Background: an optimization exercise with open tools, aiming at small area, a short achievable clock period and few clock cycles per item. Do not read the settings as production practice. Function was checked by simulation only, so behaviour that the tests miss may differ from the original.

==> flow/design.v (excerpt) <==
module voice_slot_sample_mixer (
  input  logic                clk_i,
  input  logic                rst_ni,
  input  logic                push,
  output logic                full,
  input  logic [1:0]          kind_i,
  input  logic [2:0]          slot_i,
  input  logic [23:0]         wave_length_i,
  input  logic [15:0]         gain_i,
  input  logic                repeat_req_i,
  input  logic signed [15:0]  sample_value_i,
  output logic                empty,
  input  logic                pop,
  output logic [2:0]          slot_out_o,
  output logic                ok_o,
  output logic [23:0]         next_position_o,
  output logic                voice_active_o,
  output logic signed [23:0]  mix_o,
  output logic [3:0]          active_voices_o
);
  logic               cmd_valid;
  logic [1:0]         cmd_kind;
  logic [2:0]         cmd_slot;
  logic [23:0]        cmd_wave_length;
  logic [15:0]        cmd_gain;
  logic               cmd_repeat;
  logic signed [15:0] cmd_sample;
  vssm_front u_front (
    .clk_i             (clk_i),
    .rst_ni            (rst_ni),
    .push_i            (push),
    .full_i            (full),
    .kind_i            (kind_i),
    .slot_i            (slot_i),
    .wave_length_i     (wave_length_i),
    .gain_i            (gain_i),
    .repeat_req_i      (repeat_req_i),
    .sample_value_i    (sample_value_i),
    .cmd_valid_o       (cmd_valid),
    .cmd_kind_o        (cmd_kind),
    .cmd_slot_o        (cmd_slot),
    .cmd_wave_length_o (cmd_wave_length),
    .cmd_gain_o        (cmd_gain),
    .cmd_repeat_o      (cmd_repeat),
    .cmd_sample_o      (cmd_sample)
  );
  vssm_back u_back (
    .clk_i             (clk_i),
    .rst_ni            (rst_ni),
    .push_i            (push),
    .full_o            (full),
    .cmd_valid_i       (cmd_valid),
    .cmd_kind_i        (cmd_kind),
    .cmd_slot_i        (cmd_slot),
    .cmd_wave_length_i (cmd_wave_length),
    .cmd_gain_i        (cmd_gain),
    .cmd_repeat_i      (cmd_repeat),
    .cmd_sample_i      (cmd_sample),
    .empty_o           (empty),
    .slot_out_o        (slot_out_o),
    .ok_o              (ok_o),
    .next_position_o   (next_position_o),
    .voice_active_o    (voice_active_o),
  ...
Size: about 880 flip-flops, ~130 I/O pins, roughly 42000 µm² of cells after synthesis.
clock: 11.0 ns
lec_check: 0
abc_clock_period_in_ps: 3500
cap_margin: 20
core_margin: 2
core_utilization: 40
setup_slack_margin: 5
slew_margin: 20
run.sh (not shown) runs the stock make flow with config.mk's settings and CLKGATE_MAP_FILE= SYNTH_SCRIPT=/design/flow/synth_recipe.tcl, a recipe that flattens the netlist after the stock synthesis.
Testbench counts at the start, summed over its fixed seeds: cycles 12,032, items 12,000.
Change:
ABC_CLOCK_PERIOD_IN_PS = 8000   (was 3500)
SETUP_SLACK_MARGIN = 0.3   (was 5)
Clock-buffer cell count went down by 5.
Setup slack is worse by 760 ps.
Change:
==> flow/flow/run.sh (new file) <==
#!/bin/bash
set -euo pipefail
bash standard.sh SETUP_SLACK_MARGIN=7.0 finish > standard.log 2>&1
==> flow/standard.sh (new file) <==
#!/bin/bash
# synth_recipe.tcl (not shown) runs the flow's synth.tcl, then flattens the netlist and writes it again
# the make line also repeats each setting of config.mk as NAME=value (left out here)
make -C /OpenROAD-flow-scripts/flow DESIGN_CONFIG=/design/flow/config.mk WORK_HOME=/design/flow/orfs CLKGATE_MAP_FILE= SYNTH_SCRIPT=/design/flow/synth_recipe.tcl "${@:-finish}"
ABC_CLOCK_PERIOD_IN_PS = 3500   (was 8000)
removed: flow/run.sh
Worst setup slack gets better by 820 ps.
Design area rose by about 9%.
Fmax grows by about 13%.
Cell count increases by 5.5%.
Utilization rose by 4.2 points.
Die area is unchanged.

* * *

voice_slot_sample_mixer, a different RTL version from the one above (not shown whole).
For scale: ~3400 cells after synthesis, roughly 820 flip-flops, roughly 130 I/O pins, roughly 42000 µm² of cells after synthesis.
clock: 11.0 ns
lec_check: 0
abc_clock_period_in_ps: 2000
cap_margin: 20
core_margin: 2
core_utilization: 40
cts_cluster_diameter: 70
cts_cluster_size: 25
setup_slack_margin: 0.3
slew_margin: 20
synth_hierarchical: 1
standard.sh (not shown) runs the stock make flow with config.mk's settings and CLKGATE_MAP_FILE= SYNTH_SCRIPT=/design/flow/synth_recipe.tcl, a recipe that flattens the netlist after the stock synthesis.
==> flow/flow/run.sh <==
#!/bin/bash
set -euo pipefail
bash standard.sh SETUP_SLACK_MARGIN=7.5 MATCH_CELL_FOOTPRINT=0 \
  "BUFFER_PORTS_ARGS=-buffer_cell sky130_fd_sc_hd__buf_4" finish > standard.log 2>&1
The baseline completed with no timing, DRC or antenna violations.
Testbench counts at the start, summed over its fixed seeds: cycles 12,024, items 12,000.
Edit:
==> flow/flow/run.sh (replaced) <==
#!/bin/bash
set -euo pipefail
bash standard.sh SETUP_SLACK_MARGIN=7.65 MATCH_CELL_FOOTPRINT=0 \
  "BUFFER_PORTS_ARGS=-buffer_cell sky130_fd_sc_hd__buf_4" finish > standard.log 2>&1
Outcome: Final area came out higher by 1.6%; clock skew goes down by 0.022 ns; routed wire length came out higher by 1.7%; hold slack gains 0.034 ns; synthesized cell count does not change; worst setup slack gets worse by 0.019 ns; synthesized area is unchanged; count of clock-buffer cells in the layout is lower by 9.
Edit:
==> flow/flow/run.sh (replaced) <==
#!/bin/bash
set -euo pipefail
bash standard.sh SETUP_SLACK_MARGIN=7.3 MATCH_CELL_FOOTPRINT=0 \
  "BUFFER_PORTS_ARGS=-buffer_cell sky130_fd_sc_hd__buf_4" finish > standard.log 2>&1
Effect: The new run produced a clean layout. Count of clock-buffer cells in the layout rose by 5. Worst setup slack got worse by 0.035 ns. Synthesized area does not change. Cell area fell by about 4%. Core utilization fell by 1.9 points. Global-route usage fell by 0.66 points. Register-to-register slack got worse by 0.04 ns. Sequential share of layout area rose by 1.9 points. Non-clock buffer count fell by 82. Critical path depth rose by 6.
Edit:
==> flow/flow/run.sh (replaced) <==
#!/bin/bash
set -euo pipefail
bash standard.sh SETUP_SLACK_MARGIN=7.5 MATCH_CELL_FOOTPRINT=0 \
  "BUFFER_PORTS_ARGS=-buffer_cell sky130_fd_sc_hd__buf_4" finish > standard.log 2>&1
--- a/flow/config.mk
+++ b/flow/config.mk
@@ -11 +11 @@
-export CORE_UTILIZATION = 40
+export CORE_UTILIZATION = 46
=>
- The new run completed with no timing, DRC or antenna violations
- design area went up by 1.7%
- synthesized cell count stays the same
- maximum frequency rises by 0.58%
- wire length grows by about 4%
- cell count drops by 3.3%
- die area goes down by 13%
- clock skew falls by 0.0049 ns
- via count is higher by 2.1%
- critical path depth went down by 4
- count of clock-buffer cells in the layout went down by 8
Edit:
==> flow/flow/run.sh (replaced) <==
#!/bin/bash
set -euo pipefail
bash standard.sh SETUP_SLACK_MARGIN=7.4 MATCH_CELL_FOOTPRINT=0 \
  "BUFFER_PORTS_ARGS=-buffer_cell sky130_fd_sc_hd__buf_4" finish > standard.log 2>&1
--- a/flow/config.mk
+++ b/flow/config.mk
@@ -11 +11 @@
-export CORE_UTILIZATION = 46
+export CORE_UTILIZATION = 40
Outcome: Routed wire length came out lower by 3.1%; sequential share of layout area came out higher by 0.58 points; synthesized cell count does not change; synthesized area is unchanged.

* * *

voice_slot_sample_mixer again, from the RTL that the note above started with.
clock: 11.0 ns
lec_check: 0
abc_clock_period_in_ps: 2000
cap_margin: 20
core_margin: 2
core_utilization: 40
setup_slack_margin: 0.3
slew_margin: 20
synth_hierarchical: 1
==> flow/flow/run.sh <==
#!/bin/bash
set -euo pipefail
bash standard.sh SETUP_SLACK_MARGIN=7.5 MATCH_CELL_FOOTPRINT=0 \
  "BUFFER_PORTS_ARGS=-buffer_cell sky130_fd_sc_hd__buf_4" finish > standard.log 2>&1
The baseline finished clean.
Testbench counts at the start, summed over its fixed seeds: cycles 12,024, items 12,000.
Rerun with:
==> flow/flow/run.sh (replaced) <==
#!/bin/bash
set -euo pipefail
bash standard.sh SETUP_SLACK_MARGIN=7.35 MATCH_CELL_FOOTPRINT=0 \
  "BUFFER_PORTS_ARGS=-buffer_cell sky130_fd_sc_hd__buf_4" finish > standard.log 2>&1
Settings changed: CTS_CLUSTER_DIAMETER set to 70, CTS_CLUSTER_SIZE set to 25.
Effect: First-iteration DRC count goes up by a few percent. Sequential share of layout area goes up by 1.9 points. Register-to-register slack gets worse by 0.05 ns.

* * *

## indigo
Another version of the RTL of voice_slot_sample_mixer (not shown whole).
Size in the first run: about 3,200 cells after synthesis, roughly 130 I/O pins, roughly 42,000 um2 of cells after synthesis.
Settings: LEC_CHECK=0, ABC_CLOCK_PERIOD_IN_PS=2000, CAP_MARGIN=20, CORE_MARGIN=2, CORE_UTILIZATION=40, SETUP_SLACK_MARGIN=0.3, SLEW_MARGIN=20; clock period 11.0 ns.
==> flow/flow/run.sh <==
#!/bin/bash
set -euo pipefail
bash standard.sh SETUP_SLACK_MARGIN=7.2 MATCH_CELL_FOOTPRINT=0 \
  "BUFFER_PORTS_ARGS=-buffer_cell sky130_fd_sc_hd__buf_4" finish > standard.log 2>&1
indigo | status: complete | timing, DRC, antenna: pass
Testbench counts of indigo, summed over its fixed seeds: cycles 12,032, items 12,000.
> inputs changed (indigo -> maple)
Settings: CTS_BUF_LIST now sky130_fd_sc_hd__clkbuf_8, previously not set.
==> flow/flow/run.sh <==
#!/bin/bash
set -euo pipefail
bash standard.sh SETUP_SLACK_MARGIN=7.5 MATCH_CELL_FOOTPRINT=0 \
  "BUFFER_PORTS_ARGS=-buffer_cell sky130_fd_sc_hd__buf_4" finish > standard.log 2>&1
[summary]
- [maple] post-layout net count rose 130 relative to indigo
- u_back.v_s[9]$_DFFE_PN_ as the start point of the critical path was reported by indigo, and u_back.hd_q[37]$_DFFE_PP_ by maple.
- Comparing maple against indigo, there is no change at all in share of async-settable or async-resettable flops after synthesis.
- maple vs. indigo: final core utilization went up by 1.6 points.
- Comparing maple and indigo, the lower clock-buffer cell count is on indigo.
- Comparing maple with indigo, the upper clock frequency limit came out essentially unchanged.
- Diff maple..indigo | final number of setup-violating endpoints | negligible
- Going from indigo to maple, share of the final layout cell area in sequential cells now smaller, final weighted congestion in routability-driven placement now larger.
[inputs] raven vs maple
Settings: CTS_BUF_LIST: sky130_fd_sc_hd__clkbuf_8 -> unset.
### Flow results
Re wire length per cell: maple and raven aren't equal, and the lower value belongs to raven.
Taking maple as the reference, in raven number of cell instances on the worst register-to-register path went down; buffer and inverter count on the worst path grew by 2; proportion of cell area occupied by multi-input gates roughly the same.
raven reached the final stage; the timing, design-rule and antenna checks on its layout passed.
--- input diff raven..onyx ---
Settings: a change of CORE_UTILIZATION from 40 to 60.
[summary]
Compared raven against onyx; hold slack within noise. Lower number of global-route vias before repair goes to raven over onyx. As of onyx, placer congestion estimate had risen by a few percent compared to raven.

re-timing with driven ports:
No port has a modelled driver above. Below, the same layouts with a new extraction and two added sets of constraints.
Step 1 sets driving cells, clkbuf_16 on the clock port and buf_2 on the other inputs (assumed; they add their load-dependent delay and slew).
Step 2 adds t to the input delays and takes it off the output delays; t is the mean of the earliest and latest rising clock arrival at the registers after step 1. Input paths then give back, and output paths get back, about the clock's delay inside the block.
Slacks: ideal / step 1 / step 2; pairs: ideal / step 1.
run | shift t [ns] | slack for setup (ns) | worst hold slack (ns) | worst setup path at the end | latest minus earliest clock arrival (ns)
the first run of note 1 | 0.722 | 4.787 / 4.787 / 4.787 | 0.403 / 0.403 / 0.403 | register to register | 0.063 / 0.063
the second run of note 1 | 0.742 | 4.031 / 4.031 / 4.031 | 0.403 / 0.403 / 0.403 | register to register | 0.057 / 0.057
the third run of note 1 | 0.746 | 4.852 / 4.852 / 4.852 | 0.398 / 0.398 / 0.398 | register to register | 0.084 / 0.084
the first run of note 2 | 0.711 | 7.502 / 7.458 / 6.961 | 0.455 / 0.455 / 0.455 | input to register | 0.069 / 0.068
the second run of note 2 | 0.712 | 7.483 / 7.441 / 6.921 | 0.489 / 0.489 / 0.489 | input to register | 0.045 / 0.046
the third run of note 2 | 0.707 | 7.447 / 7.440 / 6.782 | 0.458 / 0.458 / 0.458 | input to register | 0.049 / 0.049
the fourth run of note 2 | 0.710 | 7.468 / 7.428 / 6.937 | 0.461 / 0.461 / 0.461 | input to register | 0.044 / 0.044
the fifth run of note 2 | 0.709 | 7.479 / 7.427 / 6.878 | 0.465 / 0.465 / 0.465 | input to register | 0.051 / 0.051
the first run of note 3 | 0.724 | 7.453 / 7.435 / 6.920 | 0.432 / 0.432 / 0.432 | input to register | 0.045 / 0.045
the second run of note 3 | 0.706 | 7.399 / 7.399 / 6.795 | 0.457 / 0.457 / 0.457 | input to register | 0.054 / 0.054
indigo | 0.727 | 7.279 / 7.279 / 7.279 | 0.417 / 0.417 / 0.417 | register to register | 0.026 / 0.026
maple | 0.857 | 7.283 / 7.219 / 7.386 | 0.416 / 0.416 / 0.416 | input to register | 0.055 / 0.055
raven | 0.728 | 7.436 / 7.377 / 7.392 | 0.417 / 0.417 / 0.417 | input to register | 0.040 / 0.039
onyx | 0.704 | 7.391 / 7.391 / 7.378 | 0.419 / 0.419 / 0.419 | input to register | 0.034 / 0.035
After both steps every run listed still meets setup and hold. The setup slack of the third run of note 2, which loses most, moves by -0.007 ns with the drivers and by -0.665 ns with both steps.
